This is an optimization exercise on Yosys and OpenROAD, whose aim is small area, a short achievable clock period and few clock cycles per item, not a production implementation. At most, simulation tests tie the RTL to the original design; equivalence was not proved. For run 1, only the layout was checked, not whether the RTL still works. Power is estimated from default activity; no workload was simulated.

==> flow/design.v <==
`timescale 1ns / 1ps
package chbd_pkg;
  localparam int NUM_LEN = 16;   
  localparam int LEN_IW  = 4;    
  typedef logic [2:0] opcode_t;
  localparam opcode_t OP_CLEAR  = 3'd0;
  localparam opcode_t OP_COUNT  = 3'd1;
  localparam opcode_t OP_SYMBOL = 3'd2;
  localparam opcode_t OP_FINISH = 3'd3;
  localparam opcode_t OP_DECODE = 3'd4;
  typedef logic [2:0] status_t;
  localparam status_t ST_OK       = 3'd0;
  localparam status_t ST_SYMBOL   = 3'd1;
  localparam status_t ST_INVALID  = 3'd2;
  localparam status_t ST_NOTBUILT = 3'd3;
  localparam status_t ST_OVERFULL = 3'd4;
  localparam status_t ST_MISMATCH = 3'd5;
endpackage
`timescale 1ns / 1ps
import chbd_pkg::*;
module chbd_build_walk (
  input  logic                  clk,
  input  logic                  rst,
  input  logic                  go_bg,      
  input  logic                  clr,        
  input  logic                  go_st,      
  input  logic [8:0]            total,      
  input  logic [7:0]            n,          
  output logic [3:0]            idx,
  output logic                  busy,       
  output chbd_pkg::status_t     st_status,  
  output logic                  r_ofl,
  output logic [11:0]           r_sum,
  output logic [15:0]           r_free,     
  output logic [4:0]            r_longest
);
  logic        active;
  logic        prime;      
  logic        st_mode;
  logic [7:0]  n_q;        
  logic [3:0]  k;
  logic [16:0] f;
  logic [12:0] acc;
  logic [17:0] fd;
  logic [12:0] as;
  logic [17:0] af;
  logic        ofl_here;
  logic        kv_fail;
  logic        last_len;
  logic        nz;
  logic        step;
  always_comb begin
    fd       = {1'b0, f} - {10'd0, n_q};
    as       = acc + {5'd0, n_q};
    af       = {{5{acc[12]}}, acc} + {1'b0, f} + 18'd1;
    ofl_here = fd[17];
    kv_fail  = !as[12];
    last_len = (k == 4'd15);
    nz       = (n_q != 8'd0);
    step     = active && !prime;
  end
  assign idx  = prime ? 4'd0 : k + 4'd1;
  assign busy = active;
  always_ff @(posedge clk) begin
    if (rst || clr) begin
      active  <= 1'b0;
      prime   <= 1'b0;
      st_mode <= 1'b0;
    end else if (go_bg || go_st) begin
      active  <= 1'b1;
      prime   <= 1'b1;
      st_mode <= go_st;
    end else begin
      prime <= 1'b0;
      if (step && (last_len || (st_mode && (ofl_here || kv_fail)))) active <= 1'b0;
    end
  end
  always_ff @(posedge clk) begin
    if (step && st_mode) begin
      st_status <= ((ofl_here || kv_fail) && af[17]) ? ST_OVERFULL : ST_MISMATCH;
    end
  end
  always_ff @(posedge clk) begin
    if (go_bg || go_st) begin
      k   <= '0;
      f   <= 17'd2;
      acc <= go_st ? ~{4'd0, total} : 13'd0;
    end else if (step) begin
      k   <= k + 4'd1;
      f   <= {fd[15:0], 1'b0};
      acc <= as;
    end
    n_q <= n;
  end
  always_ff @(posedge clk) begin
    if (rst || clr) begin
      r_ofl     <= 1'b0;
      r_sum     <= '0;
      r_free    <= '0;
      r_longest <= '0;
    end else if (go_bg) begin
      r_ofl     <= 1'b0;
      r_free    <= '0;
      r_longest <= '0;
    end else if (step && !st_mode) begin
      r_ofl <= r_ofl || ofl_here;
      if (last_len) r_sum <= as[11:0];
      if (nz) begin
        r_free    <= fd[15:0];
        r_longest <= {1'b0, k} + 5'd1;
      end
    end
  end
endmodule
`timescale 1ns / 1ps
import chbd_pkg::*;
module canonical_huffman_bit_decoder #(
  parameter int MAX_CODE_LENGTH = 16,
  parameter int MAX_SYMBOLS     = 256
) (
  input  logic              clk,
  input  logic              rst,
  input  logic              start,
  output logic              busy,
  input  chbd_pkg::opcode_t opcode,
  input  logic [4:0]        level,
  input  logic [7:0]        count,
  input  logic [7:0]        symbol_index,
  input  logic [7:0]        symbol,
  input  logic [8:0]        value_total,
  input  logic              bit_req,
  output logic              done,
  output chbd_pkg::status_t status,
  output logic [7:0]        decoded_symbol,
  output logic [4:0]        code_length
);
  logic [8:0]  in_tot;
  logic [15:0] in_p;
  always_comb begin
    in_tot = (value_total > 9'd256) ? 9'd257 : value_total;
    unique case (opcode)
      OP_COUNT:  in_p = {3'd0, level, count};
      OP_SYMBOL: in_p = {symbol_index, symbol};
      OP_FINISH: in_p = {7'd0, in_tot};
      default:   in_p = {15'd0, bit_req};
    endcase
  end
  logic        a_v;
  logic [2:0]  a_op;
  logic [15:0] a_p;
  logic        a_b;        
  logic        a_hold;
  logic        accept;
  assign accept = start && !busy;
  logic rst_q;
  always_ff @(posedge clk) rst_q <= rst;
  always_ff @(posedge clk) begin
    if (rst) begin
      a_v <= 1'b0;
    end else if (!a_hold) begin
      a_v <= accept;
    end
  end
  always_ff @(posedge clk) begin
    if (!busy) begin
      a_op <= opcode;
      a_p  <= in_p;
      a_b  <= bit_req;
    end
  end
  logic [7:0]  counts [NUM_LEN];
  logic        ready;
  logic [4:0]  k;        
  logic [14:0] q;        
  logic        eq;       
  logic [8:0]  off;      
  logic [7:0]  r_cnt;    
  logic        r_lb;     
  logic        r_lv;     
  logic [8*MAX_SYMBOLS-1:0] sym_ram;    
  logic [7:0]               r1_pos;
  logic              w_busy;
  chbd_pkg::status_t w_st_status;
  logic              w_ofl;
  logic [11:0]       w_sum;
  logic [15:0]       w_free;
  logic [4:0]        w_longest;
  logic [3:0]        w_idx;
  logic              w_go_st;
  logic a_clear, a_count, a_symbol, a_finish, a_decode;
  always_comb begin
    a_clear  = a_v && (a_op == OP_CLEAR);
    a_count  = a_v && (a_op == OP_COUNT);
    a_symbol = a_v && (a_op == OP_SYMBOL);
    a_finish = a_v && (a_op == OP_FINISH);
    a_decode = a_v && (a_op == OP_DECODE);
  end
  logic [3:0] c_idx;
  logic [7:0] c_n;
  assign c_idx = w_busy ? w_idx : 4'(k + 5'd1);
  assign c_n   = counts[c_idx];
  logic fin_ok;
  logic fin_wait;     
  assign fin_ok  = !w_ofl && (w_sum == {3'd0, a_p[8:0]});
  assign w_go_st = a_finish && !w_busy && !fin_wait && !fin_ok;
  logic fin_take;
  logic fin_built;
  assign a_hold    = a_finish && (w_busy || (!fin_wait && !fin_ok));
  assign fin_take  = a_finish && !a_hold;
  assign fin_built = fin_take && !fin_wait;
  always_ff @(posedge clk) begin
    if (rst) begin
      fin_wait <= 1'b0;
    end else if (w_go_st) begin
      fin_wait <= 1'b1;
    end else if (fin_take) begin
      fin_wait <= 1'b0;
    end
  end
  logic in_fin_ok;
  assign in_fin_ok = !w_ofl && (w_sum == {3'd0, in_tot});
  always_ff @(posedge clk) begin
    if (rst) begin
      busy <= 1'b0;
    end else begin
      busy <= a_hold ||
              (accept && (opcode == OP_FINISH) &&
               (w_busy || a_count || a_clear || !in_fin_ok));
    end
  end
  chbd_build_walk u_walk (
    .clk       (clk),
    .rst       (rst_q),
    .go_bg     (a_count),
    .clr       (a_clear),
    .go_st     (w_go_st),
    .total     (a_p[8:0]),
    .n         (c_n),
    .idx       (w_idx),
    .busy      (w_busy),
    .st_status (w_st_status),
    .r_ofl     (w_ofl),
    .r_sum     (w_sum),
    .r_free    (w_free),
    .r_longest (w_longest)
  );
  logic        b;
  logic        hit;
  logic        inv;
  logic [15:0] q_sub;
  logic [4:0]  dl;
  logic [8:0]  pos;
  always_comb begin
    b     = a_b;
    dl    = k + 5'd1;
    hit   = (q[14:7] == 8'd0) && ({q[6:0], b} < r_cnt);
    inv   = !r_lv || (eq && b && !r_lb);
    q_sub = {q, b} - {8'd0, r_cnt};
    pos   = off + {1'b0, q[6:0], b};
  end
  logic [7:0] row1_cnt;
  logic       row1_lb;
  logic       row1_lv;
  logic [7:0] rown_cnt;
  logic       rown_lb;
  logic       rown_lv;
  logic [4:0] kn;
  logic [4:0] lb1_i;
  logic [4:0] lbn_i;
  always_comb begin
    row1_cnt = counts[0];
    lb1_i    = w_longest - 5'd1;
    row1_lb  = !w_free[lb1_i[3:0]];
    row1_lv  = (w_longest != 5'd0);
    kn       = k + 5'd2;
    rown_cnt = c_n;
    lbn_i    = w_longest - kn;
    rown_lb  = !w_free[lbn_i[3:0]];
    rown_lv  = (kn <= w_longest);
  end
  logic part_clr;
  assign part_clr = a_clear || a_count || a_symbol || fin_built ||
                    (a_decode && ready && !inv && hit);
  always_ff @(posedge clk) begin
    if (rst_q) begin
      for (int i = 0; i < NUM_LEN; i++) counts[i] <= '0;
      ready <= 1'b0;
    end else begin
      if (a_clear) begin
        for (int i = 0; i < NUM_LEN; i++) counts[i] <= '0;
      end
      if (a_count && (a_p[12:8] >= 5'd1) && (a_p[12:8] <= 5'd16)) begin
        counts[4'(a_p[12:8] - 5'd1)] <= a_p[7:0];
      end
      if (a_clear || a_count || a_symbol) ready <= 1'b0;
      if (fin_take) ready <= !fin_wait;
    end
  end
  always_ff @(posedge clk) begin
    if (rst_q || part_clr) begin
      k     <= '0;
      q     <= '0;
      eq    <= 1'b1;
      off   <= '0;
      r_cnt <= row1_cnt;
      r_lb  <= row1_lb;
      r_lv  <= row1_lv;
    end else if (a_decode && ready && !inv) begin
      k     <= dl;
      q     <= q_sub[14:0];
      eq    <= eq && (b == r_lb);
      off   <= off + {1'b0, r_cnt};
      r_cnt <= rown_cnt;
      r_lb  <= rown_lb;
      r_lv  <= rown_lv;
    end
  end
  always_ff @(posedge clk) begin
    for (int i = 0; i < MAX_SYMBOLS; i++) begin
      if (a_symbol && (a_p[15:8] == 8'(i))) sym_ram[8*i +: 8] <= a_p[7:0];
    end
  end
  logic [7:0] rd_data;
  assign rd_data = sym_ram[8*r1_pos +: 8];
  logic              r1_v;
  chbd_pkg::status_t r1_st;
  logic [4:0]        r1_len;
  logic              r1_sym;
  always_ff @(posedge clk) begin
    if (rst) begin
      r1_v <= 1'b0;
    end else begin
      r1_v <= a_v && !a_hold;
    end
  end
  always_ff @(posedge clk) begin
    r1_st  <= ST_OK;
    r1_len <= '0;
    r1_sym <= 1'b0;
    r1_pos <= pos[7:0];
    if (a_decode) begin
      if (!ready) begin
        r1_st <= ST_NOTBUILT;
      end else if (inv) begin
        r1_st <= ST_INVALID;
      end else if (hit) begin
        r1_st  <= ST_SYMBOL;
        r1_len <= dl;
        r1_sym <= !pos[8];
      end
    end
    if (a_finish && fin_wait) r1_st <= w_st_status;
  end
  logic              r2_v;
  chbd_pkg::status_t r2_st;
  logic [4:0]        r2_len;
  logic [7:0]        r2_sym;
  always_ff @(posedge clk) begin
    if (rst || !r1_v) begin
      r2_v   <= 1'b0;
      r2_st  <= ST_OK;
      r2_len <= '0;
      r2_sym <= '0;
    end else begin
      r2_v   <= 1'b1;
      r2_st  <= r1_st;
      r2_len <= r1_len;
      r2_sym <= r1_sym ? rd_data : 8'd0;
    end
  end
  assign done           = r2_v;
  assign status         = r2_st;
  assign code_length    = r2_len;
  assign decoded_symbol = r2_sym;
endmodule
==> flow/flow/run.sh <==
#!/bin/bash
# The standard layout, with the timing repair aimed at a shorter period
# than the design's (a larger setup slack margin). The synthesis is the
# standard one, run unchanged; the SDC, floorplan and every other step are
# the standard flow's own. Each run's full output goes to a log file here; ORFS keeps
# each step's log under orfs/logs.
set -euo pipefail
MARGIN=5.7
bash standard.sh synth > synth.log 2>&1
bash standard.sh SETUP_SLACK_MARGIN=$MARGIN finish > layout.log 2>&1
==> flow/standard.sh <==
#!/bin/bash
# synth_recipe.tcl (not shown) runs the flow's synth.tcl, then flattens the netlist and writes it again
# the make line also repeats each setting of config.mk as NAME=value (left out here)
make -C /OpenROAD-flow-scripts/flow DESIGN_CONFIG=/design/flow/config.mk WORK_HOME=/design/flow/orfs CLKGATE_MAP_FILE= SYNTH_SCRIPT=/design/flow/synth_recipe.tcl "${@:-finish}"
==> flow/config.mk <==
export PLATFORM = sky130hd
export DESIGN_NAME = canonical_huffman_bit_decoder
export DESIGN_NICKNAME = canonical_huffman_bit_decoder
export VERILOG_FILES = /design/flow/design.v
export SDC_FILE = /design/flow/constraint.sdc
export NUM_CORES = 4
export LEC_CHECK = 0
export CAP_MARGIN = 20
export CORE_MARGIN = 2
export CORE_UTILIZATION = 40
export SLEW_MARGIN = 20
==> flow/constraint.sdc <==
create_clock -name core_clock -period 9.0 [get_ports {clk}]
set_input_delay 1.8000 -clock core_clock [delete_from_list [all_inputs] [get_ports {clk}]]
set_output_delay 1.8000 -clock core_clock [all_outputs]
set_load 0.01 [all_outputs]
==> results of run 1 <==
-- critical path: cells and delay by family, from the launching register on --
family	cells	cell delay, ns
flops	1	0.65
simple gates	3	2.57
-- timing repair --
item,4_1_cts,5_1_grt
gates cloned,1,1
resized for setup,213,150
endpoints found under the setup margin,1305,1775
pin swaps,3,0
buffers inserted,14,2
-- per-stage QoR --
step | setup slack, ns | total power [mW] | instances
floorplan | 3.86 | 13.6 | 5064
detailed placement | 4.66 | 14.1 | 8092
finish | 5.36 | 23.4 | 8539
global placement | 4.59 | 14.1 | 8091
CTS | 5.45 | 23.5 | 8533
global route | 5.29 | 24.1 | 8539
-- power groups by stage --
stage / Combinational [mW] / Clock, mW / Sequential (mW)
6_report: 1.56 / 9.47 / 12.3
3_3_place_gp: 1.50 / 0 / 12.6
4_1_cts: 1.56 / 9.61 / 12.3
2_1_floorplan: 0.944 / 0 / 12.7
5_1_grt: 1.72 / 10.0 / 12.4
3_5_place_dp: 1.53 / 0 / 12.6
-- logic make-up after synthesis --
| kind of cell | count (synthesis) |
|---|---|
| and+or+nand+nor | 1047 |
| AOI/OAI and AO/OA | 542 |
| buffers and inverters | 339 |
| DFF | 2355 |
| xor gates and xnor gates | 67 |
| muxes | 640 |
| adders and majority gates | 74 |
-- cell usage after synthesis (all sizes together) (8+ instances only) --
cell type	instances	area share [%]
nand4	9	0.060
a2111oi	8	0.074
a21o	20	0.16
and2	177	1.2
dfxtp	135	2.9
nor2	450	1.8
o221ai	8	0.074
mux2	22	0.26
nor3	35	0.19
a22o	8	0.074
nand2	195	0.78
xor2	30	0.28
a211oi	84	0.67
o21ai	79	0.42
a31oi	19	0.13
a21oi	129	0.69
buf	126	0.84
nand2b	29	0.19
o211ai	12	0.10
edfxtp	2220	71
o22ai	115	0.77
mux4	544	13
clkbuf	143	0.57
mux2i	74	0.79
inv	70	0.28
xnor2	37	0.34
ha	68	0.90
nor2b	25	0.17
a21boi	8	0.064
nand3	71	0.38
a311oi	17	0.16
nor4	18	0.12
-- final timing paths --
| path | slack, ns | to | cells after the start |
|---|---|---|---|
| max | 5.36 | sym_ram[398]$_DFFE_PP_ | 3 |
| max reg2reg | 5.36 | sym_ram[398]$_DFFE_PP_ | 3 |
| min reg2reg | 0.43 | r2_st[1]$_SDFF_PN0_ | 1 |
| min | 0.43 | r2_st[1]$_SDFF_PN0_ | 1 |
-- routing by layer --
metal,vias to the layer above,wire length (µm),global-route usage [%]
met3,317,17700,3.57
met5,-,0,0
li1,20654,-,-
met2,1899,113000,30.8
met4,0,6460,5.93
met1,25745,102000,28.5
-- sequential cells by signal, indices dropped and copies added (netlist names), 3 cells and up --
register,cells
a_op,3
counts,128
r1_st,3
off,9
u_walk.r_free,16
q,15
u_walk.k,4
r1_len,5
u_walk.f,16
r2_st,3
sym_ram,2048
a_p,16
r2_len,5
u_walk.n_q,8
r_cnt,8
u_walk.r_longest,5
u_walk.acc,13
r1_pos,8
k,5
u_walk.r_sum,12
r2_sym,8
-- placed cells by master, fill, tap and decap left out, types with 13 or more instances in the layout --
cell type	instances
edfxtp_1	2220
mux4_2	544
nor2_1	260
clkbuf_16	231
nand2_1	182
nor2_2	181
and2_1	158
a21oi_1	125
dfxtp_1	121
o22ai_1	113
a211oi_1	76
mux2i_1	72
inv_1	69
ha_1	68
buf_4	66
o21ai_0	63
nand3_1	62
clkinv_1	58
clkbuf_1	48
clkinv_2	46
clkdlybuf4s50_1	43
xnor2_1	37
xor2_1	30
nor3_1	30
nand2b_1	27
nor2b_1	22
mux2_2	22
bufinv_16	21
a21o_1	20
a31oi_1	19
and2_0	18
a311oi_1	17
buf_12	16
o21ai_1	14
nor4_1	14
buf_6	13
-- cell type report --
type,count,area (µm²)
Inverter,70,263
Multi-Input combinational cell,2370,24000
Tap cell,3150,3940
Sequential cell,2355,69400
Clock buffer,278,5940
Fill cell,19736,128000
Timing Repair Buffer,168,1780
Clock inverter,148,1440
==> out/results.tsv, run 1 <==
stage	metric	value	unit
hold_path	worst hold path type	register to register	
logic_synthesis	Cells after Synth	5064	
logic_synthesis	sequential area share after synthesis	73.7	%
logic_synthesis	Simple-Gate Fraction of Synth Area	5.15	%
pwr	internal power consumption	18.1	mW
place	post-DP HPWL	145	mm
place	Cell Area, Placed	0.0982	mm²
worst_setup_path	crit-path cells	nor2_1 -> nand3_1 -> nor2_1	
worst_setup_path	Critical Path Most Common Cell	nor2_1	
timing	Max Clock Freq	274	MHz
pwr	leakage power total	32.8	nW
worst_setup_path	R2R Path Start	a_p[15]$_DFFE_PN_	
drt	routed length per instance	28.0	µm
pwr	maximum vdd drop	194	µV
pwr	Sequential Power Share	52.8	%
pwr	Logic pwr share	6.7	%
die	CORE AREA	0.235	mm²
timing	final setup violating endpoints	0	
flow_run	total of max-cap violations	0	
worst_setup_path	crit path kind	register to register	
logic_synthesis	xor/xnor share of the synthesized area	0.624	%
timing	final hold violations	0	
logic_synthesis	post-synthesis instance area	0.0941	mm²
logic_synthesis	syn nets	5183	
clocking	CTS tree	done	
timing	RSZ-0062 raised after global routing	yes	
worst_setup_path	Setup crit end kind	register	
worst_setup_path	Critical Path RT	9.47	ns
die	row count	178	
global_routing	Tot GR Track Use	19.8	%
die	I/O pin cnt	63	
final_layout	layout cells sized above 1	23.8	%
pwr	switching share of total power	22.6	%
global_routing	global-route wire length before repair	345	mm
die	Die Width	489	µm
place	# port buffers	62	
clocking	CTS Buf Count	229	
timing	clk_skew	0.0531	ns
logic_synthesis	Adder-Cell Fraction of Synth Area	1.03	%
logic_synthesis	number of synthesized register bits	2355	
logic_synthesis	complex-gate fraction of the synthesized area	3.71	%
logic_synthesis	Synth Flop Type	edfxtp_1	
timing	Slew headroom	17.3	%
pwr	Clock power frac	40.5	%
die	Starting Density	40.1	%
logic_synthesis	main combinational cell family by area after synthesis	multiplexers	
worst_setup_path	slowest CP cell	nor2_1	
clocking	clock slew at reported path FFs	0.06	ns
worst_setup_path	Worst EP arrival	4.11	ns
outcome	outcome	timing/DRC/antenna clean	
clocking	Sink Count	2355	
drt	1st-iter DRT viols	5731	
drt	via count	48615	
pwr	PwrDens	219	mW/mm²
final_layout	post-layout util	45.5	%
global_routing	pin count of the biggest net entering global routing	196	
logic_synthesis	multiplexer area fraction after synthesis	14.1	%
timing	Slew @ Worst Pin	1.24	ns
timing	min cycle time layout	3.64	ns
logic_synthesis	count of flip-flops with a built-in enable after synthesis	2220	
final_layout	Layout area overhead	13.4	%
final_layout	Layout Nets	5313	
worst_setup_path	CP Launch Point	a_p[15]$_DFFE_PN_	
drt	DR DRC count	0	
timing	Hold WS	0.428	ns
logic_synthesis	Ys Warns	2	
logic_synthesis	ys async rst share	0	%
logic_synthesis	count of cell types in the netlist	72	
global_routing	via count of the first global-routing pass	48434	
clocking	# H-tree levels	4	
worst_setup_path	critical path's largest stage delay	1.01	ns
timing	Final Cycle Share	40.5	%
clocking	CTS Buffer Depth	3	
global_routing	antenna violations before repair	4	
worst_setup_path	CP startpoint kind	register	
final_layout	number of inserted diodes	0	
drt	post-route ant nets	0	
die	die area	0.239	mm²
clocking	CTS root buf	clkbuf_16	
drt	final WL	239	mm
clocking	Post-CTS Hold Buffers	0	
hold_path	Hold Crit Start	r1_st[1]$_SDFF_PP0_	
final_layout	final instance area	0.107	mm²
logic_synthesis	syn avg cell area	18.6	µm²
drt	DR vias/cell	5.69	
drt	DRT Pass-1 Iters	6	
timing	max-slew violation count	0	
worst_setup_path	Worst Path Max Fanout	16	
place	global placer's final weighted congestion	0.837	
global_routing	GRT Residual Overflow	0	
pwr	Net Sw Power	5.29	mW
die	Die Y	489	µm
clocking	Skew-Pair Late Insertion Delay	0.89	ns
timing	Setup TNS Final	0	ns
==> run 2, diff against run 1 <==
--- a/flow/design.v
+++ b/flow/design.v
@@ -149,6 +149,9 @@
   logic [2:0]  a_op;
   logic [15:0] a_p;
   logic        a_b;        
+  logic        a_sym;      
+  logic [15:0] a_wa_hi;    
+  logic [15:0] a_wa_lo;
   logic        a_hold;
   logic        accept;
   assign accept = start && !busy;
@@ -171,7 +174,7 @@
   logic [7:0]  counts [NUM_LEN];
   logic        ready;
   logic [4:0]  k;        
-  logic [14:0] q;        
+  logic [8:0]  q;        
   logic        eq;       
   logic [8:0]  off;      
   logic [7:0]  r_cnt;    
@@ -221,6 +224,19 @@
   assign in_fin_ok = !w_ofl && (w_sum == {3'd0, in_tot});
   always_ff @(posedge clk) begin
     if (rst) begin
+      a_sym <= 1'b0;
+    end else begin
+      a_sym <= accept && (opcode == OP_SYMBOL);
+    end
+  end
+  always_ff @(posedge clk) begin
+    for (int j = 0; j < 16; j++) begin
+      a_wa_hi[j] <= (symbol_index[7:4] == 4'(j));
+      a_wa_lo[j] <= (symbol_index[3:0] == 4'(j));
+    end
+  end
+  always_ff @(posedge clk) begin
+    if (rst) begin
       busy <= 1'b0;
     end else begin
       busy <= a_hold ||
@@ -247,15 +263,15 @@
   logic        b;
   logic        hit;
   logic        inv;
-  logic [15:0] q_sub;
+  logic [9:0]  q_sub;
   logic [4:0]  dl;
   logic [8:0]  pos;
   always_comb begin
     b     = a_b;
     dl    = k + 5'd1;
-    hit   = (q[14:7] == 8'd0) && ({q[6:0], b} < r_cnt);
+    hit   = (q[8:7] == 2'd0) && ({q[6:0], b} < r_cnt);
     inv   = !r_lv || (eq && b && !r_lb);
-    q_sub = {q, b} - {8'd0, r_cnt};
+    q_sub = {q, b} - {2'd0, r_cnt};
     pos   = off + {1'b0, q[6:0], b};
   end
   logic [7:0] row1_cnt;
@@ -307,7 +323,7 @@
       r_lv  <= row1_lv;
     end else if (a_decode && ready && !inv) begin
       k     <= dl;
-      q     <= q_sub[14:0];
+      q     <= q_sub[8:0];
       eq    <= eq && (b == r_lb);
       off   <= off + {1'b0, r_cnt};
       r_cnt <= rown_cnt;
@@ -317,7 +333,7 @@
   end
   always_ff @(posedge clk) begin
     for (int i = 0; i < MAX_SYMBOLS; i++) begin
-      if (a_symbol && (a_p[15:8] == 8'(i))) sym_ram[8*i +: 8] <= a_p[7:0];
+      if (a_sym && a_wa_hi[i / 16] && a_wa_lo[i % 16]) sym_ram[8*i +: 8] <= a_p[7:0];
     end
   end
   logic [7:0] rd_data;
--- a/flow/flow/run.sh
+++ b/flow/flow/run.sh
@@ -5,6 +5,6 @@
 # the standard flow's own. Each run's full output goes to a log file here; ORFS keeps
 # each step's log under orfs/logs.
 set -euo pipefail
-MARGIN=5.7
+MARGIN=5.8
 bash standard.sh synth > synth.log 2>&1
 bash standard.sh SETUP_SLACK_MARGIN=$MARGIN finish > layout.log 2>&1
--- a/flow/config.mk
+++ b/flow/config.mk
@@ -8,4 +8,6 @@
 export CAP_MARGIN = 20
 export CORE_MARGIN = 2
 export CORE_UTILIZATION = 40
+export CTS_CLUSTER_DIAMETER = 80
+export CTS_CLUSTER_SIZE = 24
 export SLEW_MARGIN = 20
==> run 2 against run 1 <==
Critical path depth is 6 higher. Clock-buffer cell count is 109 lower. Register-to-register slack better by 0.40 ns. Clock skew is 0.0039 ns lower. First-iteration DRC count is 2.3% higher. Still clean on timing, DRC and antenna. Die area is 1.0% higher.
==> out/results.tsv, run 2 <==
stage	metric	value	unit	change
timing	Final Cycle Share	36.0	%	-4.5 points
die	Die Y	492	µm	+0.52%
logic_synthesis	syn nets	5202		+0.37%
clocking	CTS tree	done		
worst_setup_path	r2r setup slk	5.76	ns	+0.40 ns
place	# port buffers	62		unchanged
worst_setup_path	WP buf/inv	2		+2
place	post-DP HPWL	148	mm	+1.5%
logic_synthesis	main combinational cell family by area after synthesis	multiplexers		
clocking	CTS root buf	clkbuf_16		
final_layout	max FFs per register	2048		unchanged
timing	min cycle time layout	3.24	ns	-0.404 ns
global_routing	via count of the first global-routing pass	47572		-1.8%
die	Die Width	492	µm	+0.52%
logic_synthesis	Synth top area share	70.0	%	-0.83 points
pwr	maximum vdd drop	162	µV	-16%
timing	clk_skew	0.0492	ns	-0.00393 ns
final_layout	layout cells sized above 1	18.1	%	-5.8 points
drt	DR vias/cell	5.82		+2.2%
worst_setup_path	reg2reg end	r2_sym[1]$_SDFF_PP0_		
pwr	leakage power total	33.6	nW	+2.5%
logic_synthesis	Post-synth top cells	2,217 x edfxtp_1, 544 x mux4_2, 261 x and3_1		
logic_synthesis	sequential area share after synthesis	73.4	%	-0.29 points
die	die area	0.242	mm²	+1.0%
logic_synthesis	post-synth top area cell	edfxtp_1		
global_routing	GRT Residual Overflow	0		unchanged
timing	Slew headroom	20.0	%	+2.7 points
clocking	clock slew at reported path FFs	0.10	ns	+0.04 ns
worst_setup_path	CP endpoint	r2_sym[1]$_SDFF_PP0_		
timing	final hold violations	0		unchanged
logic_synthesis	Ys Warns	2		unchanged
place	worst slack at placement	4.44	ns	-0.216 ns
worst_setup_path	Critical Path RT	9.75	ns	+0.28 ns
logic_synthesis	Synth Flop Type	edfxtp_1		
logic_synthesis	complex-gate fraction of the synthesized area	3.52	%	-0.19 points
worst_setup_path	CP Launch Point	r1_pos[4]$_DFF_P_		
clocking	# H-tree levels	3		-1
drt	1st-iter DRT viols	5864		+2.3%
logic_synthesis	count of cell types in the netlist	70		-2.8%
clocking	Post-CTS Hold Buffers	0		unchanged
worst_setup_path	FF-to-FF path depth	9		+6
global_routing	global-route wire length before repair	347	mm	+0.54%
worst_setup_path	Critical Path Most Common Cell	a21oi_1		
timing	Setup TNS Final	0	ns	unchanged
drt	DR DRC count	0		unchanged
place	global placer's final weighted congestion	0.897		+7.2%
drt	routed length per instance	28.9	µm	+3.1%
logic_synthesis	ys async rst share	0	%	unchanged
final_layout	most frequent cells in the layout	2,217 x edfxtp_1, 544 x mux4_2, 261 x and3_1		
final_layout	post-layout util	44.0	%	-1.5 points
timing	final setup violating endpoints	0		unchanged
timing	setup ws final	5.76	ns	+0.404 ns
worst_setup_path	R2R Path Start	r1_pos[4]$_DFF_P_		
final_layout	Layout Nets	5224		-1.7%
worst_setup_path	Worst EP arrival	3.99	ns	-0.12 ns
worst_setup_path	Crit path depth	9		+6
hold_path	worst hold path type	register to register		
die	row count	178		unchanged
timing	Slew @ Worst Pin	1.20	ns	-0.0374 ns
final_layout	Top reg by flops	sym_ram		
drt	final WL	242	mm	+1.1%
die	Starting Density	40.3	%	+0.19 points
logic_synthesis	Cells after Synth	5083		+0.38%
worst_setup_path	Worst Path Max Fanout	35		+19
logic_synthesis	synth top area cells	edfxtp_1 70%, mux4_2 13%, dfxtp_1 3.4%		
global_routing	antenna violations before repair	20		+16
drt	DRT Pass-1 Iters	5		-1
worst_setup_path	crit path kind	register to register		
clocking	CTS Buf Count	120		-48%
timing	max-slew violation count	0		unchanged
pwr	PwrDens	196	mW/mm²	-11%
worst_setup_path	CP startpoint kind	register		
clocking	Skew-Pair Late Insertion Delay	0.82	ns	-0.07 ns
outcome	outcome	timing/DRC/antenna clean		
final_layout	biggest regs	sym_ram x2048, counts x128		
logic_synthesis	Adder-Cell Fraction of Synth Area	1.02	%	-0.011 points
logic_synthesis	count of flip-flops with a built-in enable after synthesis	2217		-0.14%
global_routing	Tot GR Track Use	19.6	%	-0.18 points
logic_synthesis	multiplexer area fraction after synthesis	13.9	%	-0.15 points
worst_setup_path	slowest CP cell	a21oi_1		
die	I/O pin cnt	63		unchanged
logic_synthesis	number of synthesized register bits	2379		+1.0%
logic_synthesis	most frequent cell after synthesis	edfxtp_1		
drt	via count	48693		+0.16%
drt	post-route ant nets	0		unchanged
global_routing	pin count of the biggest net entering global routing	193		-1.5%
timing	Max Clock Freq	309	MHz	+12%
logic_synthesis	xor/xnor share of the synthesized area	0.608	%	-0.016 points
die	CORE AREA	0.236	mm²	+0.57%
worst_setup_path	critical path's largest stage delay	0.63	ns	-0.38 ns
logic_synthesis	Simple-Gate Fraction of Synth Area	5.76	%	+0.61 points
final_layout	Layout area overhead	9.15	%	
worst_setup_path	Setup crit end kind	register		
logic_synthesis	post-synthesis instance area	0.0951	mm²	+1.1%
worst_setup_path	cell family with most CP delay	compound AO/OA/AOI/OAI gates		
timing	RSZ-0062 raised after global routing	yes		
logic_synthesis	syn avg cell area	18.7	µm²	+0.67%
final_layout	most common cell after layout, fill and taps aside	edfxtp_1		
clocking	Sink Count	2379		+1.0%
worst_setup_path	crit-path cells	buf_6 -> nor2b_1 -> buf_4 -> nand2b_1 -> o221ai_1 -> a21oi_1 -> a21oi_1 -> a21oi_1 -> nand3_1		
clocking	CTS Buffer Depth	3		unchanged
flow_run	total of max-cap violations	0		unchanged
-- run 2: cell count changes in the layout (fill, tap and decap cells not counted), moves of 42 or more --
cell / delta
clkbuf_16: -110
clkinv_1: -55
clkinv_2: -42
nor2_2: -178
and3_1: +256
nor2_1: -56
-- run 2: timing repair --
item,4_1_cts,5_1_grt
resized for setup,150,30
buffers inserted,17,9
endpoints found under the setup margin,129,100
pin swaps,1,0
cloned,4,1
-- run 2: worst min-delay path by stage --
stage	cells past startpoint	startpoint	slack (ns)	endpoint
6_report	1	r1_len[3]$_SDFF_PP0_	0.45	r2_len[3]$_SDFF_PN0_
5_1_grt	1	r1_len[3]$_SDFF_PP0_	0.47	r2_len[3]$_SDFF_PN0_
4_1_cts	1	r1_len[3]$_SDFF_PP0_	0.46	r2_len[3]$_SDFF_PN0_
3_5_place_dp	1	r1_len[3]$_SDFF_PP0_	0.43	r2_len[3]$_SDFF_PN0_
3_3_place_gp	1	r1_len[3]$_SDFF_PP0_	0.41	r2_len[3]$_SDFF_PN0_
2_1_floorplan	1	r1_len[0]$_SDFF_PP0_	0.41	r2_len[0]$_SDFF_PN0_
-- run 2: cell type report --
| cell class | count | area (µm²) |
|---|---|---|
| Fill cell | 20120 | 132000 |
| Tap cell | 3150 | 3940 |
| Timing Repair Buffer | 192 | 2080 |
| Clock buffer | 169 | 3230 |
| Clock inverter | 36 | 492 |
| Antenna cell | 29 | 72.6 |
| Multi-Input combinational cell | 2343 | 23800 |
| Sequential cell | 2379 | 69900 |
| Inverter | 69 | 259 |
-- run 2: report_power, final --
part | internal (mW) | switching (mW)
logic | 0.601 | 1.01
clock network | 2.69 | 3.58
registers | 12.3 | 0.149
-- run 2: cell families after synthesis --
kind of cell	Yosys count
adders and majority gates	74
and+or+nand+nor	1041
AOI/OAI and AO/OA	522
buffers and inverters	361
DFF	2379
muxes	640
xor gates and xnor gates	66
-- run 2: through the flow --
stage	cell area (µm²)	cells	power [mW]	hold WS (ns)
after detailed placement	99200	8101	14.3	0.434
after global routing	104000	8340	21.0	0.467
after global placement	99200	8100	14.2	0.414
final	104000	8367	20.3	0.453
after CTS	103000	8327	20.4	0.457
after floorplan	95200	5083	13.8	0.406
-- run 2: worst reg2reg max path, delay by kind of cell, from the launching register on --
kind                   cells  cell delay (ns)
AOI/OAI and AO/OA          4             1.44
buffers and inverters      2             0.68
and+or+nand+nor            3             0.60
DFF                        1             0.45
-- run 2: routing by layer --
metal	part of all wire [%]	track usage [%]
met2	47	30.8
met5	0	0
met1	42	27.9
met3	8.5	4.12
met4	2.4	4.92
Testbench counts of run 2, summed over its fixed seeds: cycles 92,206, items 91,490.
==> run 3, diff against run 2 <==
--- a/flow/flow/run.sh
+++ b/flow/flow/run.sh
@@ -5,6 +5,6 @@
 # the standard flow's own. Each run's full output goes to a log file here; ORFS keeps
 # each step's log under orfs/logs.
 set -euo pipefail
-MARGIN=5.8
+MARGIN=6.0
 bash standard.sh synth > synth.log 2>&1
 bash standard.sh SETUP_SLACK_MARGIN=$MARGIN finish > layout.log 2>&1
--- a/flow/config.mk
+++ b/flow/config.mk
@@ -8,6 +8,6 @@
 export CAP_MARGIN = 20
 export CORE_MARGIN = 2
 export CORE_UTILIZATION = 40
-export CTS_CLUSTER_DIAMETER = 80
-export CTS_CLUSTER_SIZE = 24
+export CTS_CLUSTER_DIAMETER = 100
+export CTS_CLUSTER_SIZE = 30
 export SLEW_MARGIN = 20
==> run 3 against run 2 <==
Critical path depth decreased by 8. Clock-buffer cell count decreased by 33. First-iteration DRC count decreased by 2.0%. Final area decreased by 0.18%. Largest cell class unchanged. Highest routed layer unchanged.
==> out/results.tsv, run 3 <==
stage	metric	value	unit	change
drt	DR vias/cell	5.81		about the same
worst_setup_path	Setup crit end kind	primary output		
die	Die Y	492	µm	unchanged
logic_synthesis	count of flip-flops with a built-in enable after synthesis	2217		unchanged
clocking	# H-tree levels	3		unchanged
global_routing	antenna violations before repair	17		-15%
logic_synthesis	Synth top area share	70.0	%	unchanged
die	CORE AREA	0.236	mm²	unchanged
timing	final setup violating endpoints	0		unchanged
place	Cell Area, Placed	0.0992	mm²	about the same
global_routing	via count of the first global-routing pass	47953		+0.80%
drt	DRT Pass-1 Iters	5		unchanged
outcome	outcome	timing/DRC/antenna clean		
pwr	maximum vdd drop	166	µV	+2.1%
final_layout	layout cells sized above 1	18.7	%	+0.66 points
timing	Max Clock Freq	316	MHz	+2.3%
global_routing	GRT Residual Overflow	0		unchanged
final_layout	biggest regs	sym_ram x2048, counts x128		
logic_synthesis	count of cell types in the netlist	70		unchanged
pwr	leakage power total	33.5	nW	-0.49%
place	global placer's final weighted congestion	0.877		-2.3%
logic_synthesis	most frequent cell after synthesis	edfxtp_1		
timing	max-slew violation count	0		unchanged
final_layout	final instance area	0.104	mm²	-0.18%
drt	via count	48368		-0.67%
drt	final WL	245	mm	+1.2%
final_layout	Layout Nets	5212		-0.23%
timing	setup ws final	5.83	ns	+0.0732 ns
drt	1st-iter DRT viols	5746		-2.0%
clocking	clock slew at reported path FFs	0.12	ns	+0.02 ns
final_layout	filler cell count	20196		+0.38%
flow_run	total of max-cap violations	0		unchanged
final_layout	most frequent cells in the layout	2,217 x edfxtp_1, 544 x mux4_2, 261 x and3_1		
pwr	PwrDens	191	mW/mm²	-2.5%
final_layout	Layout area overhead	8.95	%	
timing	Setup TNS Final	0	ns	unchanged
logic_synthesis	Cells after Synth	5083		unchanged
die	I/O pin cnt	63		unchanged
worst_setup_path	Worst EP arrival	1.37	ns	-2.62 ns
clocking	Sink Count	2379		unchanged
drt	post-route ant nets	0		unchanged
worst_setup_path	cell family with most CP delay	flip-flops		
worst_setup_path	slowest CP cell	dfxtp_4		
logic_synthesis	Ys Warns	2		unchanged
logic_synthesis	Post-synth top cells	2,217 x edfxtp_1, 544 x mux4_2, 261 x and3_1		
die	row count	178		unchanged
final_layout	post-layout util	43.9	%	-0.077 points
timing	Final Cycle Share	35.2	%	-0.81 points
final_layout	max FFs per register	2048		unchanged
clocking	Post-CTS Hold Buffers	0		unchanged
drt	DR DRC count	0		unchanged
die	die area	0.242	mm²	unchanged
place	post-DP HPWL	147	mm	-0.11%
logic_synthesis	synth top area cells	edfxtp_1 70%, mux4_2 13%, dfxtp_1 3.4%		
clocking	CTS Buf Count	96		-20%
timing	RSZ-0062 raised after global routing	yes		
timing	clk_skew	0.0933	ns	+0.0441 ns
global_routing	global-route wire length before repair	350	mm	+0.84%
worst_setup_path	crit-path cells	buf_6		
logic_synthesis	syn avg cell area	18.7	µm²	unchanged
drt	routed length per instance	29.4	µm	+1.8%
hold_path	worst hold path type	register to register		
timing	Slew headroom	22.4	%	+2.4 points
worst_setup_path	Critical Path RT	7.20	ns	-2.55 ns
final_layout	most common cell after layout, fill and taps aside	edfxtp_1		
worst_setup_path	CP startpoint kind	register		
timing	Slew @ Worst Pin	1.16	ns	-0.0361 ns
logic_synthesis	sequential area share after synthesis	73.4	%	unchanged
worst_setup_path	crit path kind	register to primary output		
logic_synthesis	post-synth top area cell	edfxtp_1		
place	placed cell count	8087		-0.17%
logic_synthesis	number of synthesized register bits	2379		unchanged
global_routing	pin count of the biggest net entering global routing	197		+2.1%
logic_synthesis	ys async rst share	0	%	unchanged
clocking	CTS Buffer Depth	3		unchanged
final_layout	final cell count without fillers	8319		-0.57%
logic_synthesis	syn nets	5202		unchanged
logic_synthesis	post-synthesis instance area	0.0951	mm²	unchanged
place	worst slack at placement	4.43	ns	-0.0145 ns
timing	final hold violations	0		unchanged
clocking	CTS root buf	clkbuf_16		
die	Die Width	492	µm	unchanged
final_layout	Top reg by flops	sym_ram		
place	# port buffers	62		unchanged
die	Starting Density	40.3	%	unchanged
global_routing	Tot GR Track Use	19.8	%	+0.19 points
logic_synthesis	Synth Flop Type	edfxtp_1		
clocking	CTS tree	done		
worst_setup_path	WP buf/inv	1		-1
worst_setup_path	critical path's largest stage delay	0.42	ns	-0.21 ns
clocking	Skew-Pair Late Insertion Delay	0.82	ns	about the same
timing	min cycle time layout	3.17	ns	-0.0732 ns
worst_setup_path	Worst Path Max Fanout	1		-97%
## run 3: worst register-to-register path, stage by stage, from the launching register on
cell	delay [ns]
dfxtp_2	0.50
ha_1	0.30
inv_1	0.14
o21ai_4	0.09
buf_12	0.19
a211oi_1	0.44
a311oi_1	0.15
a211oi_1	0.39
a21oi_1	0.16
mux2_2	0.33
## run 3: metrics by stage
step                hold slack, ns  power [mW]
finish                       0.475        19.8
global route                 0.512        20.4
CTS                          0.480        19.9
detailed placement           0.464        14.3
global placement             0.458        14.2
floorplan                    0.406        13.8
## run 3: final cells by class
class                      count  area, µm²  share of cell area (%)
sequential                  2379      69900                    67.5
multi-input combinational   2345      24000                    23.2
tap                         3150       3940                    3.80
antenna                        9       22.5                  0.0217
timing repair buffer         202       2360                    2.28
clock inverter                29        469                   0.453
clock buffer                 136       2640                    2.54
inverter                      69        263                   0.254
## run 3: final timing paths
| check | start | endpoint | slack (ns) | cells after the start |
|---|---|---|---|---|
| hold reg to reg | u_walk.r_free[7]$_SDFFE_PP0P_ | u_walk.r_free[7]$_SDFFE_PP0P_ | 0.48 | 2 |
| setup / recovery | r2_sym[0]$_SDFF_PP0_ | decoded_symbol[0] | 5.83 | 1 |
| setup reg to reg | k[0]$_SDFFE_PP0P_ | r_cnt[0]$_DFFE_PP_ | 6.06 | 9 |
| hold / removal | u_walk.r_free[7]$_SDFFE_PP0P_ | u_walk.r_free[7]$_SDFFE_PP0P_ | 0.48 | 2 |
## run 3: power breakdown
group	switching [mW]	total (mW)	internal (mW)
Sequential	0.148	12.4	12.3
Clock	3.47	5.70	2.23
Combinational	1.02	1.64	0.618
## run 3: layer usage
layer | wire length, µm | track usage, % | share of wire (%) | vias up
met5 | 0 | 0 | 0 | -
met4 | 7390 | 6.03 | 3.0 | 0
met3 | 16900 | 3.00 | 6.9 | 278
met2 | 118000 | 31.8 | 48 | 1732
met1 | 103000 | 28.0 | 42 | 25893
li1 | - | - | - | 20465
## run 3: repair_timing
item | CTS | global route
pin swaps | 3 | 6
cloned | 11 | 5
hold endpoints to repair | 0 | 0
gates resized for setup | 182 | 57
setup buffers | 26 | 16
endpoints found under the setup margin | 234 | 239
## run 3: logic make-up after synthesis
| group | share of synthesized area (%) |
|---|---|
| flops | 73.4 |
| simple gates | 5.76 |
| mux | 13.9 |
| compound gates | 3.52 |
| buf+inv | 1.74 |
| fa+ha+maj | 1.02 |
| xor+xnor | 0.608 |
==> run 4, diff against run 3 <==
--- a/flow/design.v
+++ b/flow/design.v
@@ -43,7 +43,6 @@
   logic [12:0] acc;
   logic [17:0] fd;
   logic [12:0] as;
-  logic [17:0] af;
   logic        ofl_here;
   logic        kv_fail;
   logic        last_len;
@@ -52,7 +51,6 @@
   always_comb begin
     fd       = {1'b0, f} - {10'd0, n_q};
     as       = acc + {5'd0, n_q};
-    af       = {{5{acc[12]}}, acc} + {1'b0, f} + 18'd1;
     ofl_here = fd[17];
     kv_fail  = !as[12];
     last_len = (k == 4'd15);
@@ -77,7 +75,8 @@
   end
   always_ff @(posedge clk) begin
     if (step && st_mode) begin
-      st_status <= ((ofl_here || kv_fail) && af[17]) ? ST_OVERFULL : ST_MISMATCH;
+      st_status <= ((ofl_here || kv_fail) && (f[16:10] == 7'd0) && (~acc[9:0] > f[9:0]))
+                   ? ST_OVERFULL : ST_MISMATCH;
     end
   end
   always_ff @(posedge clk) begin
@@ -149,9 +148,9 @@
   logic [2:0]  a_op;
   logic [15:0] a_p;
   logic        a_b;        
-  logic        a_sym;      
-  logic [15:0] a_wa_hi;    
-  logic [15:0] a_wa_lo;
+  logic        a_sym_n;    
+  logic [15:0] a_wa_hi_n;  
+  logic [15:0] a_wa_lo_n;
   logic        a_hold;
   logic        accept;
   assign accept = start && !busy;
@@ -224,15 +223,15 @@
   assign in_fin_ok = !w_ofl && (w_sum == {3'd0, in_tot});
   always_ff @(posedge clk) begin
     if (rst) begin
-      a_sym <= 1'b0;
+      a_sym_n <= 1'b1;
     end else begin
-      a_sym <= accept && (opcode == OP_SYMBOL);
+      a_sym_n <= !(accept && (opcode == OP_SYMBOL));
     end
   end
   always_ff @(posedge clk) begin
     for (int j = 0; j < 16; j++) begin
-      a_wa_hi[j] <= (symbol_index[7:4] == 4'(j));
-      a_wa_lo[j] <= (symbol_index[3:0] == 4'(j));
+      a_wa_hi_n[j] <= (symbol_index[7:4] != 4'(j));
+      a_wa_lo_n[j] <= (symbol_index[3:0] != 4'(j));
     end
   end
   always_ff @(posedge clk) begin
@@ -333,7 +332,7 @@
   end
   always_ff @(posedge clk) begin
     for (int i = 0; i < MAX_SYMBOLS; i++) begin
-      if (a_sym && a_wa_hi[i / 16] && a_wa_lo[i % 16]) sym_ram[8*i +: 8] <= a_p[7:0];
+      if (!(a_sym_n || a_wa_hi_n[i / 16] || a_wa_lo_n[i % 16])) sym_ram[8*i +: 8] <= a_p[7:0];
     end
   end
   logic [7:0] rd_data;
@@ -384,8 +383,25 @@
       r2_sym <= r1_sym ? rd_data : 8'd0;
     end
   end
-  assign done           = r2_v;
-  assign status         = r2_st;
-  assign code_length    = r2_len;
-  assign decoded_symbol = r2_sym;
+  logic              r3_v;
+  chbd_pkg::status_t r3_st;
+  logic [4:0]        r3_len;
+  logic [7:0]        r3_sym;
+  always_ff @(posedge clk) begin
+    if (rst) begin
+      r3_v   <= 1'b0;
+      r3_st  <= ST_OK;
+      r3_len <= '0;
+      r3_sym <= '0;
+    end else begin
+      r3_v   <= r2_v;
+      r3_st  <= r2_st;
+      r3_len <= r2_len;
+      r3_sym <= r2_sym;
+    end
+  end
+  assign done           = r3_v;
+  assign status         = r3_st;
+  assign code_length    = r3_len;
+  assign decoded_symbol = r3_sym;
 endmodule
--- a/flow/config.mk
+++ b/flow/config.mk
@@ -7,7 +7,7 @@
 export LEC_CHECK = 0
 export CAP_MARGIN = 20
 export CORE_MARGIN = 2
-export CORE_UTILIZATION = 40
+export CORE_UTILIZATION = 50
 export CTS_CLUSTER_DIAMETER = 100
 export CTS_CLUSTER_SIZE = 30
 export SLEW_MARGIN = 20
==> run 4 against run 3 <==
Still clean. Combinational power about the same. Register-to-register slack about the same. Synthesized cell count increased by 1.1%. Core utilization increased by 11 points. Global-route usage grew 5.3 points. Synthesized area fell by 0.11%. Clock-buffer cell count increased by 7. Via count up 0.41%. Worst hold slack got worse by 0.022 ns. Final area decreased by 0.97%. Clock power shrank 5.4%. Power fell by 1.2%.
==> out/results.tsv, run 4 <==
stage	metric	value	unit	change
clocking	Skew-Pair Late Insertion Delay	0.80	ns	-0.02 ns
global_routing	global-route wire length before repair	347	mm	-0.78%
global_routing	via count of the first global-routing pass	47438		-1.1%
pwr	Logic pwr share	8.5	%	+0.2 points
flow_run	total of max-cap violations	0		unchanged
hold_path	worst hold path type	register to register		
final_layout	filler cell count	14706		-27%
worst_setup_path	CP startpoint kind	register		
final_layout	final cell count without fillers	7736		-7.0%
final_layout	Register Area	0.0702	mm²	+0.45%
worst_setup_path	Worst Path Max Fanout	1		unchanged
global_routing	pin count of the biggest net entering global routing	197		unchanged
worst_setup_path	cell family with most CP delay	flip-flops		
timing	max-slew violation count	0		unchanged
pwr	Sequential Power Share	63.9	%	+1.0 points
final_layout	multi-input logic area	0.0235	mm²	-2.3%
logic_synthesis	Simple-Gate Fraction of Synth Area	5.30	%	-0.45 points
clocking	CTS Buffer Depth	3		unchanged
worst_setup_path	crit-path cells	buf_6		
timing	RSZ-0062 raised after global routing	yes		
pwr	Net Sw Power	4.54	mW	-2.1%
worst_setup_path	Worst EP arrival	1.27	ns	-0.10 ns
place	placed cell count	7493		-7.3%
die	Starting Density	50.5	%	+10 points
final_layout	most frequent cells in the layout	2,217 x edfxtp_1, 544 x mux4_2, 454 x nor2_1		
final_layout	biggest regs	sym_ram x2048, counts x128		
worst_setup_path	slowest CP cell	dfxtp_2		
drt	via count	48564		+0.41%
die	I/O pin cnt	63		unchanged
logic_synthesis	Adder-Cell Fraction of Synth Area	0.930	%	-0.091 points
clocking	CTS tree	done		
logic_synthesis	Cells after Synth	5139		+1.1%
timing	Max Clock Freq	326	MHz	+3.2%
drt	post-route ant nets	0		unchanged
place	# port buffers	62		unchanged
drt	routed length per instance	31.5	µm	+7.2%
pwr	leakage power total	32.0	nW	-4.4%
logic_synthesis	number of synthesized register bits	2396		+0.71%
clocking	Sink Count	2396		+0.71%
place	post-DP HPWL	146	mm	-1.3%
global_routing	Tot GR Track Use	25.1	%	+5.3 points
drt	1st-iter DRT viols	6139		+6.8%
timing	final setup violating endpoints	0		unchanged
final_layout	Layout Nets	5270		+1.1%
logic_synthesis	syn nets	5251		+0.94%
clocking	CTS Buf Count	92		-4.2%
logic_synthesis	count of flip-flops with a built-in enable after synthesis	2217		unchanged
timing	Setup TNS Final	0	ns	unchanged
worst_setup_path	WP buf/inv	1		unchanged
pwr	maximum vdd drop	167	µV	+0.88%
worst_setup_path	Setup crit end kind	primary output		
pwr	PwrDens	191	mW/mm²	-0.26%
clocking	# H-tree levels	3		unchanged
global_routing	GRT Residual Overflow	0		unchanged
die	row count	159		-11%
place	global placer's final weighted congestion	0.900		+2.7%
global_routing	met1 GRT Util	38.0	%	+10 points
global_routing	GR peak layer	met2		
die	die area	0.193	mm²	-20%
logic_synthesis	post-synthesis instance area	0.0950	mm²	-0.11%
logic_synthesis	Synth top area share	70.1	%	+0.074 points
timing	min cycle time layout	3.07	ns	-0.0978 ns
logic_synthesis	most frequent cell after synthesis	edfxtp_1		
pwr	internal power consumption	15.0	mW	-0.96%
final_layout	layout cells sized above 1	18.8	%	+0.096 points
die	CORE AREA	0.188	mm²	-20%
worst_setup_path	crit path kind	register to primary output		
logic_synthesis	sequential area share after synthesis	73.9	%	+0.44 points
clocking	CTS root buf	clkbuf_16		
logic_synthesis	synth top area cells	edfxtp_1 70%, mux4_2 13%, dfxtp_1 3.8%		
logic_synthesis	Ys Warns	2		unchanged
logic_synthesis	syn avg cell area	18.5	µm²	-1.2%
global_routing	antenna violations before repair	7		-10
timing	Slew headroom	21.4	%	-1.0 points
logic_synthesis	post-synth top area cell	edfxtp_1		
timing	final hold violations	0		unchanged
logic_synthesis	ys async rst share	0	%	unchanged
pwr	Clock power frac	27.6	%	-1.2 points
final_layout	Layout area overhead	8.01	%	
logic_synthesis	complex-gate fraction of the synthesized area	3.47	%	-0.048 points
final_layout	Top reg by flops	sym_ram		
clocking	clock slew at reported path FFs	0.12	ns	about the same
logic_synthesis	main combinational cell family by area after synthesis	multiplexers		
die	Die Width	440	µm	-11%
global_routing	grt met3 use	3.69	%	+0.68 points
drt	DR DRC count	0		unchanged
timing	Final Cycle Share	34.1	%	-1.1 points
drt	final WL	244	mm	-0.31%
final_layout	max FFs per register	2048		unchanged
logic_synthesis	xor/xnor share of the synthesized area	0.618	%	+0.0099 points
logic_synthesis	multiplexer area fraction after synthesis	13.9	%	about the same
final_layout	most common cell after layout, fill and taps aside	edfxtp_1		
drt	DR vias/cell	6.28		+8.0%
worst_setup_path	Critical Path RT	7.20	ns	about the same
logic_synthesis	count of cell types in the netlist	73		+4.3%
logic_synthesis	Post-synth top cells	2,217 x edfxtp_1, 544 x mux4_2, 457 x nor2_1		
die	Die Y	440	µm	-11%
pwr	switching share of total power	23.2	%	-0.21 points
logic_synthesis	Synth Flop Type	edfxtp_1		
worst_setup_path	critical path's largest stage delay	0.38	ns	-0.04 ns
drt	DRT Pass-1 Iters	6		+1
timing	Slew @ Worst Pin	1.17	ns	+0.0112 ns
timing	clk_skew	0.0417	ns	-0.0516 ns
global_routing	met2 Usage GRT	38.5	%	+6.7 points
outcome	outcome	timing/DRC/antenna clean		
## run 4: final timing paths
check,startpoint,end,slack [ns],cells past startpoint
min reg2reg,r2_len[1]$_SDFF_PN0_,r3_len[1]$_SDFF_PP0_,0.45,1
max,r3_sym[0]$_SDFF_PP0_,decoded_symbol[0],5.93,1
max reg2reg,r1_pos[6]$_DFF_P_,r2_sym[1]$_SDFF_PP0_,6.06,10
min,r2_len[1]$_SDFF_PN0_,r3_len[1]$_SDFF_PP0_,0.45,1
## run 4: what timing repair did
| action | 4_1_cts | 5_1_grt |
|---|---|---|
| hold buffers | 0 | 0 |
| setup buffers | 40 | 11 |
| pin swaps | 4 | 5 |
| setup endpoints to repair | 544 | 327 |
| gates resized for setup | 211 | 50 |
| cloned | 12 | 2 |
## run 4: kinds of logic after synthesis
family | count (synthesis)
buffers and inverters | 385
adder cells (fa/ha/maj) | 67
AO/OA/AOI/OAI | 513
XOR/XNOR | 67
AND/OR/NAND/NOR | 1073
multiplexers | 638
flip-flops | 2396
## run 4: power groups by stage
stage / Combinational (mW) / Clock (mW) / Sequential (mW)
CTS: 1.64 / 5.49 / 12.5
global placement: 1.52 / 0 / 12.8
finish: 1.66 / 5.39 / 12.5
global route: 1.81 / 5.82 / 12.5
floorplan: 0.958 / 0 / 12.9
detailed placement: 1.55 / 0 / 12.8
## run 4: per-layer routing
metal,routed length (µm),part of all wire [%]
met5,13,0.0053
met4,6640,2.7
met3,18800,7.7
met2,114000,47
met1,105000,43
## run 4: stage by stage
stage	utilization, %	total power, mW	area (µm²)	setup WS [ns]	hold WS, ns
global route	54.5	20.1	103000	5.82	0.470
detailed placement	52.2	14.3	98200	4.09	0.435
CTS	54.3	19.6	102000	5.86	0.458
floorplan	-	13.8	95000	3.82	0.406
finish	54.5	19.5	103000	5.93	0.453
global placement	52.2	14.3	98200	4.15	0.428
## run 4: final cells by class
type | count | share of cell area [%]
multi-input cells | 2359 | 22.9
well taps | 2495 | 3.04
diodes | 17 | 0.0415
flip-flops and latches | 2396 | 68.4
clock buffers | 143 | 2.43
clock inverters | 17 | 0.240
inverters | 85 | 0.315
repair buffers | 224 | 2.63
Testbench counts of run 4, summed over its fixed seeds: cycles 92,214, items 91,490.
==> run 5, diff against run 4 <==
--- a/flow/flow/run.sh
+++ b/flow/flow/run.sh
@@ -5,6 +5,6 @@
 # the standard flow's own. Each run's full output goes to a log file here; ORFS keeps
 # each step's log under orfs/logs.
 set -euo pipefail
-MARGIN=6.0
+MARGIN=5.9
 bash standard.sh synth > synth.log 2>&1
 bash standard.sh SETUP_SLACK_MARGIN=$MARGIN finish > layout.log 2>&1
--- a/flow/config.mk
+++ b/flow/config.mk
@@ -7,7 +7,7 @@
 export LEC_CHECK = 0
 export CAP_MARGIN = 20
 export CORE_MARGIN = 2
-export CORE_UTILIZATION = 50
+export CORE_UTILIZATION = 40
 export CTS_CLUSTER_DIAMETER = 100
 export CTS_CLUSTER_SIZE = 30
 export SLEW_MARGIN = 20
==> run 5 against run 4 <==
Still clean on timing, DRC and antenna. Clock skew is 0.0045 ns higher. Non-clock buffer count shrank 34. Largest cell class unchanged. Register-to-register slack got worse by 0.10 ns. Final area grew 0.32%. Critical path depth unchanged.
==> out/results.tsv, run 5 <==
stage	metric	value	unit	change
logic_synthesis	count of cell types in the netlist	73		unchanged
worst_setup_path	slowest CP cell	dfxtp_2		
place	post-DP HPWL	144	mm	-1.3%
hold_path	worst hold path type	register to register		
timing	Final Cycle Share	34.2	%	+0.075 points
pwr	leakage power total	31.8	nW	-0.62%
clocking	Post-CTS Hold Buffers	0		unchanged
die	Die Y	491	µm	+12%
pwr	Pwr Total	19.7	mW	+0.54%
die	CORE AREA	0.236	mm²	+25%
drt	DR DRC count	0		unchanged
final_layout	biggest regs	sym_ram x2048, counts x128		
global_routing	Tot GR Track Use	19.3	%	-5.9 points
clocking	Sink Count	2396		unchanged
drt	DRT Pass-1 Iters	14		+8
final_layout	Top reg by flops	sym_ram		
logic_synthesis	Ys Warns	2		unchanged
clocking	Skew-Pair Late Insertion Delay	0.80	ns	about the same
logic_synthesis	syn nets	5251		unchanged
timing	RSZ-0062 raised after global routing	yes		
pwr	PwrDens	191	mW/mm²	+0.22%
logic_synthesis	post-synth top area cell	edfxtp_1		
worst_setup_path	r2r setup slk	5.96	ns	-0.10 ns
logic_synthesis	sequential area share after synthesis	73.9	%	unchanged
drt	post-route ant nets	0		unchanged
clocking	CTS tree	done		
timing	setup ws final	5.92	ns	-0.00674 ns
final_layout	most common cell after layout, fill and taps aside	edfxtp_1		
drt	DR vias/cell	5.74		-8.6%
clocking	CTS Buf Count	95		+3.3%
drt	routed length per instance	28.7	µm	-8.9%
flow_run	total of max-cap violations	0		unchanged
die	die area	0.241	mm²	+25%
worst_setup_path	R2R Path Start	r1_pos[4]$_DFF_P_		
final_layout	most frequent cells in the layout	2,217 x edfxtp_1, 544 x mux4_2, 450 x nor2_1		
logic_synthesis	Cells after Synth	5139		unchanged
pwr	maximum vdd drop	163	µV	-2.6%
final_layout	Layout Nets	5239		-0.59%
drt	1st-iter DRT viols	5386		-12%
die	I/O pin cnt	63		unchanged
die	Starting Density	40.3	%	-10 points
timing	Max Clock Freq	325	MHz	-0.22%
logic_synthesis	Synth top area share	70.1	%	unchanged
final_layout	Register Area	0.0702	mm²	about the same
worst_setup_path	cell family with most CP delay	flip-flops		
worst_setup_path	CP startpoint kind	register		
worst_setup_path	Critical Path RT	7.20	ns	about the same
timing	min cycle time layout	3.08	ns	+0.00674 ns
worst_setup_path	Setup crit end kind	primary output		
worst_setup_path	WP buf/inv	1		unchanged
timing	Slew @ Worst Pin	1.18	ns	+0.00718 ns
worst_setup_path	Crit path depth	1		unchanged
drt	via count	47855		-1.5%
final_layout	filler cell count	20541		+40%
place	worst slack at placement	4.89	ns	+0.802 ns
global_routing	via count of the first global-routing pass	47197		-0.51%
die	Die Width	491	µm	+12%
final_layout	multi-input logic area	0.0233	mm²	-0.52%
logic_synthesis	synth top area cells	edfxtp_1 70%, mux4_2 13%, dfxtp_1 3.8%		
clocking	# H-tree levels	3		unchanged
worst_setup_path	reg2reg end	r2_sym[6]$_SDFF_PP0_		
clocking	clock slew at reported path FFs	0.12	ns	about the same
timing	final hold violations	0		unchanged
logic_synthesis	ys async rst share	0	%	unchanged
worst_setup_path	Worst EP arrival	1.28	ns	about the same
global_routing	antenna violations before repair	8		+1
logic_synthesis	number of synthesized register bits	2396		unchanged
logic_synthesis	post-synthesis instance area	0.0950	mm²	unchanged
worst_setup_path	CP endpoint	busy		
logic_synthesis	syn avg cell area	18.5	µm²	unchanged
global_routing	GRT Residual Overflow	0		unchanged
worst_setup_path	Worst Path Max Fanout	2		+1
final_layout	final instance area	0.103	mm²	+0.32%
timing	Setup TNS Final	0	ns	unchanged
logic_synthesis	most frequent cell after synthesis	edfxtp_1		
drt	final WL	239	mm	-1.8%
place	# port buffers	62		unchanged
timing	final setup violating endpoints	0		unchanged
clocking	CTS root buf	clkbuf_16		
logic_synthesis	count of flip-flops with a built-in enable after synthesis	2217		unchanged
die	row count	178		+12%
global_routing	pin count of the biggest net entering global routing	227		+15%
clocking	CTS Buffer Depth	3		unchanged
global_routing	global-route wire length before repair	341	mm	-1.7%
final_layout	max FFs per register	2048		unchanged
final_layout	Layout area overhead	8.36	%	
outcome	outcome	timing/DRC/antenna clean		
timing	Hold WS	0.438	ns	-0.0152 ns
worst_setup_path	critical path's largest stage delay	0.37	ns	about the same
timing	Slew headroom	21.2	%	-0.19 points
worst_setup_path	FF-to-FF path depth	8		-2
worst_setup_path	crit path kind	register to primary output		
logic_synthesis	Post-synth top cells	2,217 x edfxtp_1, 544 x mux4_2, 457 x nor2_1		
place	Cell Area, Placed	0.0989	mm²	+0.68%
worst_setup_path	crit-path cells	buf_6		
timing	max-slew violation count	0		unchanged
place	global placer's final weighted congestion	0.863		-4.1%
logic_synthesis	Synth Flop Type	edfxtp_1		
final_layout	layout cells sized above 1	17.9	%	-0.87 points
worst_setup_path	CP Launch Point	busy$_SDFF_PP0_		
timing	clk_skew	0.0462	ns	+0.00453 ns
run 5: cell types whose count changed in the layout (fill, tap and decap cells not counted), sizes merged:
cell / previous run / this run
bufbuf: 8 / 3
diode: 17 / 2
clkbuf: 146 / 143
buf: 170 / 138
inv: 86 / 89
run 5: cell families after synthesis:
group,share of synthesized area (%)
XOR/XNOR,0.618
flip-flops,73.9
multiplexers,13.9
AND/OR/NAND/NOR,5.30
adder cells (fa/ha/maj),0.930
AO/OA/AOI/OAI,3.47
buffers and inverters,1.90
run 5: worst min-delay path by stage:
stage	start	endpoint	slack, ns	cells after the start
floorplan	r1_len[0]$_SDFF_PP0_	r2_len[0]$_SDFF_PN0_	0.41	1
global placement	r1_st[0]$_DFF_P_	r2_st[0]$_SDFF_PN0_	0.41	1
detailed placement	r1_st[0]$_DFF_P_	r2_st[0]$_SDFF_PN0_	0.41	1
CTS	r1_st[2]$_SDFF_PN0_	r2_st[2]$_SDFF_PN0_	0.43	1
global route	r1_st[0]$_DFF_P_	r2_st[0]$_SDFF_PN0_	0.44	1
finish	r1_st[2]$_SDFF_PN0_	r2_st[2]$_SDFF_PN0_	0.44	1
run 5: repair_timing:
action	4_1_cts	5_1_grt
pin swaps	2	3
setup endpoints to repair	380	237
setup buffers	20	17
cloned	5	7
gates resized for setup	146	38
run 5: where the power goes:
| part | switching, mW | internal (mW) |
|---|---|---|
| registers | 0.135 | 12.4 |
| logic | 1.00 | 0.588 |
| clock network | 3.41 | 2.14 |
| total | 4.55 | 15.1 |
run 5: metrics by stage:
step | util, % | std cells
finish | 43.7 | 8339
global route | 43.7 | 8337
CTS | 43.5 | 8312
detailed placement | 42.0 | 8130
global placement | 42.0 | 8128
floorplan | - | 5139
run 5: metal layers:
metal	track usage [%]	vias up	share of wire (%)
li1	-	20298	-
met2	31.6	1698	49
met5	0	-	0
met1	26.6	25552	41
met4	5.85	0	3.4
met3	2.95	307	6.6
run 5: cell type report:
| cell class | count | area share [%] |
|---|---|---|
| antenna | 2 | 0.00486 |
| clock buffer | 137 | 2.57 |
| clock inverter | 20 | 0.257 |
| inverter | 85 | 0.310 |
| multi-input combinational | 2359 | 22.7 |
| sequential | 2396 | 68.2 |
| tap | 3150 | 3.83 |
| timing repair buffer | 190 | 2.15 |

[separate check: timing with driven ports]
Ports are ideal in the flow. The routed layouts listed here were re-timed in OpenROAD. Step 1, drivers: a clkbuf_16 drives clk and a buf_2 each remaining input, both assumed. Step 2 also shifts input and output timing later by t, the mid clock arrival at the registers, as if the neighbouring blocks saw the same clock. a / b / c = ideal ports / drivers / drivers and shift; a / b = the first two.
run | t (ns) | slack for setup (ns) | latest minus earliest clock arrival (ns) | slew at the worst register clock pin (ns) | pins driven straight from the clock port
run 1 | 0.959 | 5.356 / 5.356 / 5.046 | 0.059 / 0.059 | 0.07 / 0.07 | 1
run 2 | 0.890 | 5.760 / 5.734 / 5.042 | 0.054 / 0.054 | 0.10 / 0.10 | 1
run 3 | 0.867 | 5.833 / 5.745 / 5.275 | 0.099 / 0.099 | 0.12 / 0.12 | 1
run 4 | 0.865 | 5.931 / 5.846 / 5.184 | 0.057 / 0.057 | 0.12 / 0.12 | 1
run 5 | 0.865 | 5.924 / 5.833 / 5.183 | 0.050 / 0.049 | 0.12 / 0.12 | 1
After both steps every run listed still meets setup and hold. For run 4, which loses most, drivers alone change the setup slack by -0.085 ns; drivers and shift together by -0.747 ns.
